This is an optimization exercise on Yosys and OpenROAD, whose aim is small area, not a production implementation.
Only simulation tests tie the RTL to the original design; equivalence was not proved.
No activity file was given, so power comes from the tool's default toggle rates.

File: design/flow/config.mk
export PLATFORM = sky130hd
export DESIGN_NAME = voq_fifo
export DESIGN_NICKNAME = voq_fifo
export VERILOG_FILES = /design/flow/design.v
export SDC_FILE = /design/flow/constraint.sdc
export NUM_CORES = 4
export LEC_CHECK = 0
export CAP_MARGIN = 20
export CORE_MARGIN = 2
export CORE_UTILIZATION = 45
export SLEW_MARGIN = 20
export SYNTH_HIERARCHICAL = 1
export SYNTH_MINIMUM_KEEP_SIZE = 0
File: design/flow/constraint.sdc
create_clock -name core_clock -period 4.0 [get_ports {clk}]
set_input_delay 0.8000 -clock core_clock [delete_from_list [all_inputs] [get_ports {clk}]]
set_output_delay 0.8000 -clock core_clock [all_outputs]
set_load 0.01 [all_outputs]
File: design/flow/design.v
module voq_fifo #(
  parameter int DATA_W = 33,
  parameter int DEPTH  = 16,
  parameter int N_CH   = 4,
  localparam int AW = $clog2(DEPTH),
  localparam int CW = $clog2(N_CH)
) (
  input  logic                     clk,
  input  logic                     rst_n,
  input  logic                     wr_en,
  input  logic [CW-1:0]            wr_ch,
  input  logic [DATA_W-1:0]        wr_data,
  input  logic                     rd_en,
  input  logic [CW-1:0]            rd_ch,
  output logic [DATA_W-1:0]        rd_data,
  output logic                     rd_valid,
  output logic [N_CH-1:0]          full,
  output logic [N_CH-1:0]          empty,
  output logic [N_CH*(AW+1)-1:0]   count,
  output logic [N_CH-1:0]          ovf,
  output logic [N_CH-1:0]          udf,
  input  logic                     err_clr
);
  localparam int NW = N_CH * DEPTH;
  logic [AW:0]       cnt_q [N_CH];
  logic [AW-1:0]     rd_ptr_q [N_CH];
  logic [DATA_W-1:0] rd_data_q;
  logic              rd_valid_q;
  logic [N_CH-1:0]   ovf_q, udf_q;
  logic              tgl_q;
  logic [NW*DATA_W-1:0] mem_q;    
  logic [N_CH-1:0] is_full, is_empty;
  always_comb begin
    for (int c = 0; c < N_CH; c++) begin
      is_full[c]  = cnt_q[c][AW];
      is_empty[c] = (cnt_q[c] == '0);
    end
  end
  logic pop_ok, push_ok;
  assign pop_ok  = rd_en && !is_empty[rd_ch];
  assign push_ok = wr_en && (!is_full[wr_ch] || (pop_ok && (rd_ch == wr_ch)));
  logic [AW-1:0] rd_addr, wr_addr;
  assign rd_addr = rd_ptr_q[rd_ch];
  assign wr_addr = rd_ptr_q[wr_ch] + cnt_q[wr_ch][AW-1:0];
  logic [NW-1:0] we, re;
  always_comb begin
    we = '0;
    re = '0;
    if (push_ok) we[{wr_ch, wr_addr}] = 1'b1;
    re[{rd_ch, rd_addr}] = 1'b1;
  end
  logic [DATA_W-1:0] wr_x;
  assign wr_x = wr_data ^ {DATA_W{tgl_q}};
  logic [NW-1:0] we_n;
  assign we_n = ~we;
  logic [NW*DATA_W-1:0] mem_d;
  for (genvar w = 0; w < NW; w++) begin : g_w
    for (genvar b = 0; b < DATA_W; b++) begin : g_b
      voq_fifo_tcell u_c (.we(we[w]), .we_n(we_n[w]), .q(mem_q[w*DATA_W+b]), .x(wr_x[b]), .d(mem_d[w*DATA_W+b]));
    end
  end
  always_ff @(posedge clk) mem_q <= mem_d;
  localparam int NG = (NW + 2) / 3;
  logic [3*NG-1:0] re_p;
  logic [3*NG*DATA_W-1:0] mem_p;
  assign re_p  = {{(3*NG-NW){1'b0}}, re};
  assign mem_p = {{((3*NG-NW)*DATA_W){1'b0}}, mem_q};
  logic [DATA_W-1:0] rd_raw;
  for (genvar b = 0; b < DATA_W; b++) begin : g_rb
    logic [NG-1:0] part_n;
    for (genvar g = 0; g < NG; g++) begin : g_g
      voq_fifo_aoi3 u_a (.s0(re_p[3*g]), .s1(re_p[3*g+1]), .s2(re_p[3*g+2]),
                         .d0(mem_p[(3*g)*DATA_W+b]), .d1(mem_p[(3*g+1)*DATA_W+b]), .d2(mem_p[(3*g+2)*DATA_W+b]),
                         .y_n(part_n[g]));
    end
    assign rd_raw[b] = ~&part_n;
  end
  always_ff @(posedge clk) rd_data_q <= rd_raw ^ {DATA_W{tgl_q}};
  always_ff @(posedge clk or negedge rst_n) begin
    if (!rst_n) begin
      for (int c = 0; c < N_CH; c++) begin
        cnt_q[c]    <= '0;
        rd_ptr_q[c] <= '0;
      end
      rd_valid_q <= 1'b0;
      ovf_q      <= '0;
      udf_q      <= '0;
      tgl_q      <= 1'b0;
    end else begin
      for (int c = 0; c < N_CH; c++) begin
        logic pu, po;
        pu = push_ok && (wr_ch == CW'(c));
        po = pop_ok  && (rd_ch == CW'(c));
        if (po) rd_ptr_q[c] <= rd_ptr_q[c] + AW'(1);
        if (pu && !po)      cnt_q[c] <= cnt_q[c] + (AW+1)'(1);
        else if (po && !pu) cnt_q[c] <= cnt_q[c] - (AW+1)'(1);
      end
      rd_valid_q <= pop_ok;
      for (int c = 0; c < N_CH; c++) begin
        if (wr_en && !push_ok && (wr_ch == CW'(c)))      ovf_q[c] <= 1'b1;
        else if (err_clr)                                 ovf_q[c] <= 1'b0;
        if (rd_en && !pop_ok && (rd_ch == CW'(c)))       udf_q[c] <= 1'b1;
        else if (err_clr)                                 udf_q[c] <= 1'b0;
      end
      tgl_q <= ~tgl_q;
    end
  end
  always_comb begin
    for (int c = 0; c < N_CH; c++) begin
      full[c]                 = is_full[c];
      empty[c]                = is_empty[c];
      count[c*(AW+1) +: AW+1] = cnt_q[c];
    end
  end
  assign rd_data  = rd_data_q;
  assign rd_valid = rd_valid_q;
  assign ovf      = ovf_q;
  assign udf      = udf_q;
endmodule
module voq_fifo_tcell (
  input  logic we,
  input  logic we_n,
  input  logic q,
  input  logic x,
  output logic d
);
  assign d = ~((we | q) & (we_n | x));
endmodule
module voq_fifo_aoi3 (
  input  logic s0, s1, s2,
  input  logic d0, d1, d2,
  output logic y_n
);
  assign y_n = ~((s0 & d0) | (s1 & d1) | (s2 & d2));
endmodule
File: design/flow/run.sh
#!/bin/bash
# synth_recipe.tcl (not shown) runs the flow's synth.tcl, then flattens the netlist and writes it again
# the make line also repeats each setting of config.mk as NAME=value (left out here)
make -C /OpenROAD-flow-scripts/flow DESIGN_CONFIG=/design/flow/config.mk WORK_HOME=/design/flow/orfs CLKGATE_MAP_FILE= SYNTH_SCRIPT=/design/flow/synth_recipe.tcl finish
==> run notes <==
modules after synthesis (local to each module, per instance):
module / copies in the design / cells inside / flip-flops and latches / cell area [um2]
voq_fifo: 1 / 3038 / 2191 / 49800
voq_fifo_aoi3: 726 / 1 / 0 / 10.0
voq_fifo_tcell: 2112 / 1 / 0 / 6.26
repair_timing:
| item | in CTS | in global routing |
|---|---|---|
| endpoints found under the setup margin | 33 | 110 |
| pin swaps | 165 | 84 |
| gates cloned | 18 | 1 |
| hold buffers | 1 | 0 |
| resized for setup | 170 | 43 |
| buffers inserted | 67 | 5 |
| hold endpoints to repair | 21 | 0 |
registers in the layout, summed over array words and instances (netlist names):
register / flops
ovf_q: 4
tgl_q: 1
cnt_q: 20
mem_q: 2112
rd_valid_q: 1
rd_data_q: 33
udf_q: 4
rd_ptr_q: 16
cells by family after synthesis:
group           count (synthesis)
fa+ha+maj                      32
xor+xnor                      113
other cells                     1
simple gates                  553
mux                            28
buf+inv                        76
compound gates               2882
flops                        2191
cell type report:
class	count	area, um2
fill	12300	59300
antenna	1	2.50
sequential	2191	44100
multi-input combinational	3750	28700
clock buffer	319	6350
clock inverter	79	1280
tap	2058	2570
inverter	24	93.8
timing repair buffer	1146	13300
power groups by stage:
| stage | Combinational [mW] | Clock [mW] | Sequential [mW] |
|---|---|---|---|
| 2_1_floorplan | 12.9 | 0 | 35.1 |
| 3_3_place_gp | 23.5 | 0 | 36.1 |
| 3_5_place_dp | 24.2 | 0 | 36.4 |
| 4_1_cts | 25.6 | 21.6 | 36.1 |
| 5_1_grt | 27.6 | 22.5 | 37.2 |
| 6_report | 26.6 | 21.5 | 36.4 |
how the worst max path moves through the flow:
stage | end | slack, ps | depth (start not counted)
after floorplan | mem_q[2079] | -550 | 13
after global placement | rd_data_q[31] | -1930 | 18
after detailed placement | rd_data_q[32] | -1770 | 19
after CTS | rd_data_q[1] | -100 | 16
after global routing | rd_data_q[23] | -210 | 19
final | rd_data_q[7] | -230 | 18
worst max-delay path: cells and delay by family, from the launching register on:
family | cells | cell delay [ps]
buf+inv | 7 | 1160
xor+xnor | 2 | 330
simple gates | 7 | 1180
compound gates | 1 | 440
flops | 1 | 400
mux | 1 | 570
cell usage after synthesis, drive strengths merged, types with 4 or more instances:
master / n
a21o: 9
a21oi: 9
a222oi: 726
and3: 43
and4: 42
buf: 22
clkbuf: 30
dfrtp: 46
dfxtp: 2145
fa: 5
ha: 27
inv: 24
mux2: 7
mux2i: 8
mux4: 13
nand2: 45
nand2b: 4
nand3: 62
nand4: 178
nor2: 99
nor3: 21
nor4: 36
o21ai: 11
o22ai: 2115
o32ai: 5
or2: 4
or3: 5
or4: 5
xnor2: 63
xor2: 48
layer usage:
metal / GRT usage, % / part of all wire, % / up-vias
met2: 54.9 / 42 / 4860
met4: 25.1 / 7.6 / 6
met5: 0 / 0.016 / -
li1: - / - / 28900
met3: 11.7 / 13 / 1034
met1: 49.0 / 37 / 34500
==> results.yml <==
floorplanning:
  design.die.area_um2: 159000
  die_x_um: 399
  io-pin-count: 112
  rows: 145
  core_area_um2: 156000
  die_h_um: 399
  start_util_pct: 45.2
cells_and_area:
  drive_gt1_share_pct: 22.7
  nets: 7400
  utilization_pct: 61.9
  mostFrequentLayoutCell: "dfxtp_1"
  final_cell_mix: "2145 x dfxtp_1, 2107 x o22ai_1, 726 x a222oi_1, 652 x buf_4, 321 x buf_12"
  areaGrowthSynthToFinish_pct: 37.1
  design_area_um2: 96400
  fin_cells: 9568
clocking:
  root_buffer: "clkbuf_16"
  insertion_delay_ps: 870
  clk_path_buf_depth: 3
  cts_buffers: 213
  htreeDepth: 4
  cts_tree: "done"
  clk_pin_slew_worst_paths_ps: 70
  cts_sinks: 2191
pwr:
  power_density_nw_per_um2: 876
  comb_power_share_pct: 31.5
  sequentialPowerShare_pct: 43.0
  peakVddDrop_mv: 0.759
  power.leakage_nw: 35.8
  p_total_mw: 84.5
  p_sw_share_pct: 33.0
  internal_power_mw: 56.6
  p_sw_mw: 27.9
  pwr-share-clk_pct: 25.5
yosys:
  synth_top_area_share_pct: 61.1
  async_flop_share_pct: 2.10
  ys_seq_elements: 2191
  synthMuxAreaShare_pct: 0.694
  synth_top_cell_by_area: "dfxtp_1"
  synth_xor_area_share_pct: 1.45
  synth.area.top_cells: "dfxtp_1 61%, o22ai_1 19%, a222oi_1 10%"
  yosys.area_share.simple_pct: 4.46
  synth.yosys.seq_area_share_pct: 62.7
  synthAdderAreaFrac_pct: 0.623
  syn_inst: 5876
  yosysWarnings: 9
  synth_compound_area_share_pct: 29.6
  synthDistinctLibCells: 56
  synth_ff_type: "dfxtp_1"
  synth-edff-count: 0
  netlist_area_um2: 70300
  synth_area_per_cell_um2: 12.0
  synth_top_family_by_area: "compound AO/OA/AOI/OAI gates"
run:
  drv_cap: 0
worst_setup_path:
  critPathLaunch: "rd_ptr_q[2][0]"
  cp_max_fo: 8
  crit_chain: "mux4_2 > nor3_2 > buf_4 > nand2_4 > xor2_2 > nand2_2 > buf_12 > buf_12 > nor2_4 > buf_12 > buf_4 > a222oi_1 > nand4_1 > buf_6 > nor4_4 > buf_4 > nand4_1 > xnor2_1"
  r2r_start: "rd_ptr_q[2][0]"
  r2r_cells: 18
  path_class: "flop to flop"
  rrSetupSlack_ps: -230
  cp.arrival_ps: 4950
  max_stage_delay_ps: 570
  cp_data_required_time_ps: 4720
  end_kind: "flop"
  setup.worst_path.start_class: "flop"
  worstReg2RegEnd: "rd_data_q[7]"
  cpMaxStageDelayCell: "mux4_2"
timing:
  max_slew_margin_pct: 21.9
  final_hold_viol_count: 0
  slew_viol_final: 0
  post-route-period-util_pct: 106
  finalSetupViolCount: 31
  fmax_mhz: 237
  grt_setup_unrepaired: "true"
  tns_ps: -3300
  tightestPinTransition_ps: 1170
  whs_ps: 452
  skew_ps: 55.8
  fin_ws_ps: -228
  finalCriticalPeriod_ps: 4230
drt:
  detail-route-antenna-nets: 0
  drcViolationCount: 0
  drtIter0Drc: 12300
  wire_per_inst_um: 32.8
  vias: 69300
  wl_um: 314000
  drtPass1Iterations: 14
  vias_per_cell: 7.24
run_status:
  status: "complete, but fails checks"
  so.violations: "negative setup slack"
place:
  place_ws_ps: -1770
  postPlaceCellArea_um2: 86800
  dp.cells: 9083
  dpl.hpwl_um: 192000
  port_buffers: 111
  gp_congestion: 0.936
hold_path:
  hp-class: "flop to flop"
  hold_start: "mem_q[1422]"
  min_to: "mem_q[1422]"
  hold_path_depth: 1
global_route:
  grt_max_degree: 65
  grt_pass1_vias: 66200
  grt_use_total_pct: 38.0
  grt.overflow.total: 0
  grt_first_pass_wirelength_um: 453000
  antenna_found_initial: 4

static timing again, ports no longer ideal:
How much do the figures lean on ideal ports? The routed layout below was timed once more, with nothing changed but the port constraints. Step 1 assumes that a clkbuf_16 drives the clock port and a buf_2 every other input. Step 2 times the ports against the registers' clock, not the clock port: input delays grow and output delays shrink by t, the midpoint of the rising clock arrivals with the driver on. Three values: no drivers, after step 1, after step 2; two values: the first two.
t (ns): 0.929
setup slack, ns: -0.228 / -0.228 / -1.035
latest minus earliest clock arrival (ns): 0.061 / 0.061
worst register clock-pin slew, ns: 0.07 / 0.07
The setup slack of this run moves by 0.000 ns with the drivers and by -0.807 ns with both steps.
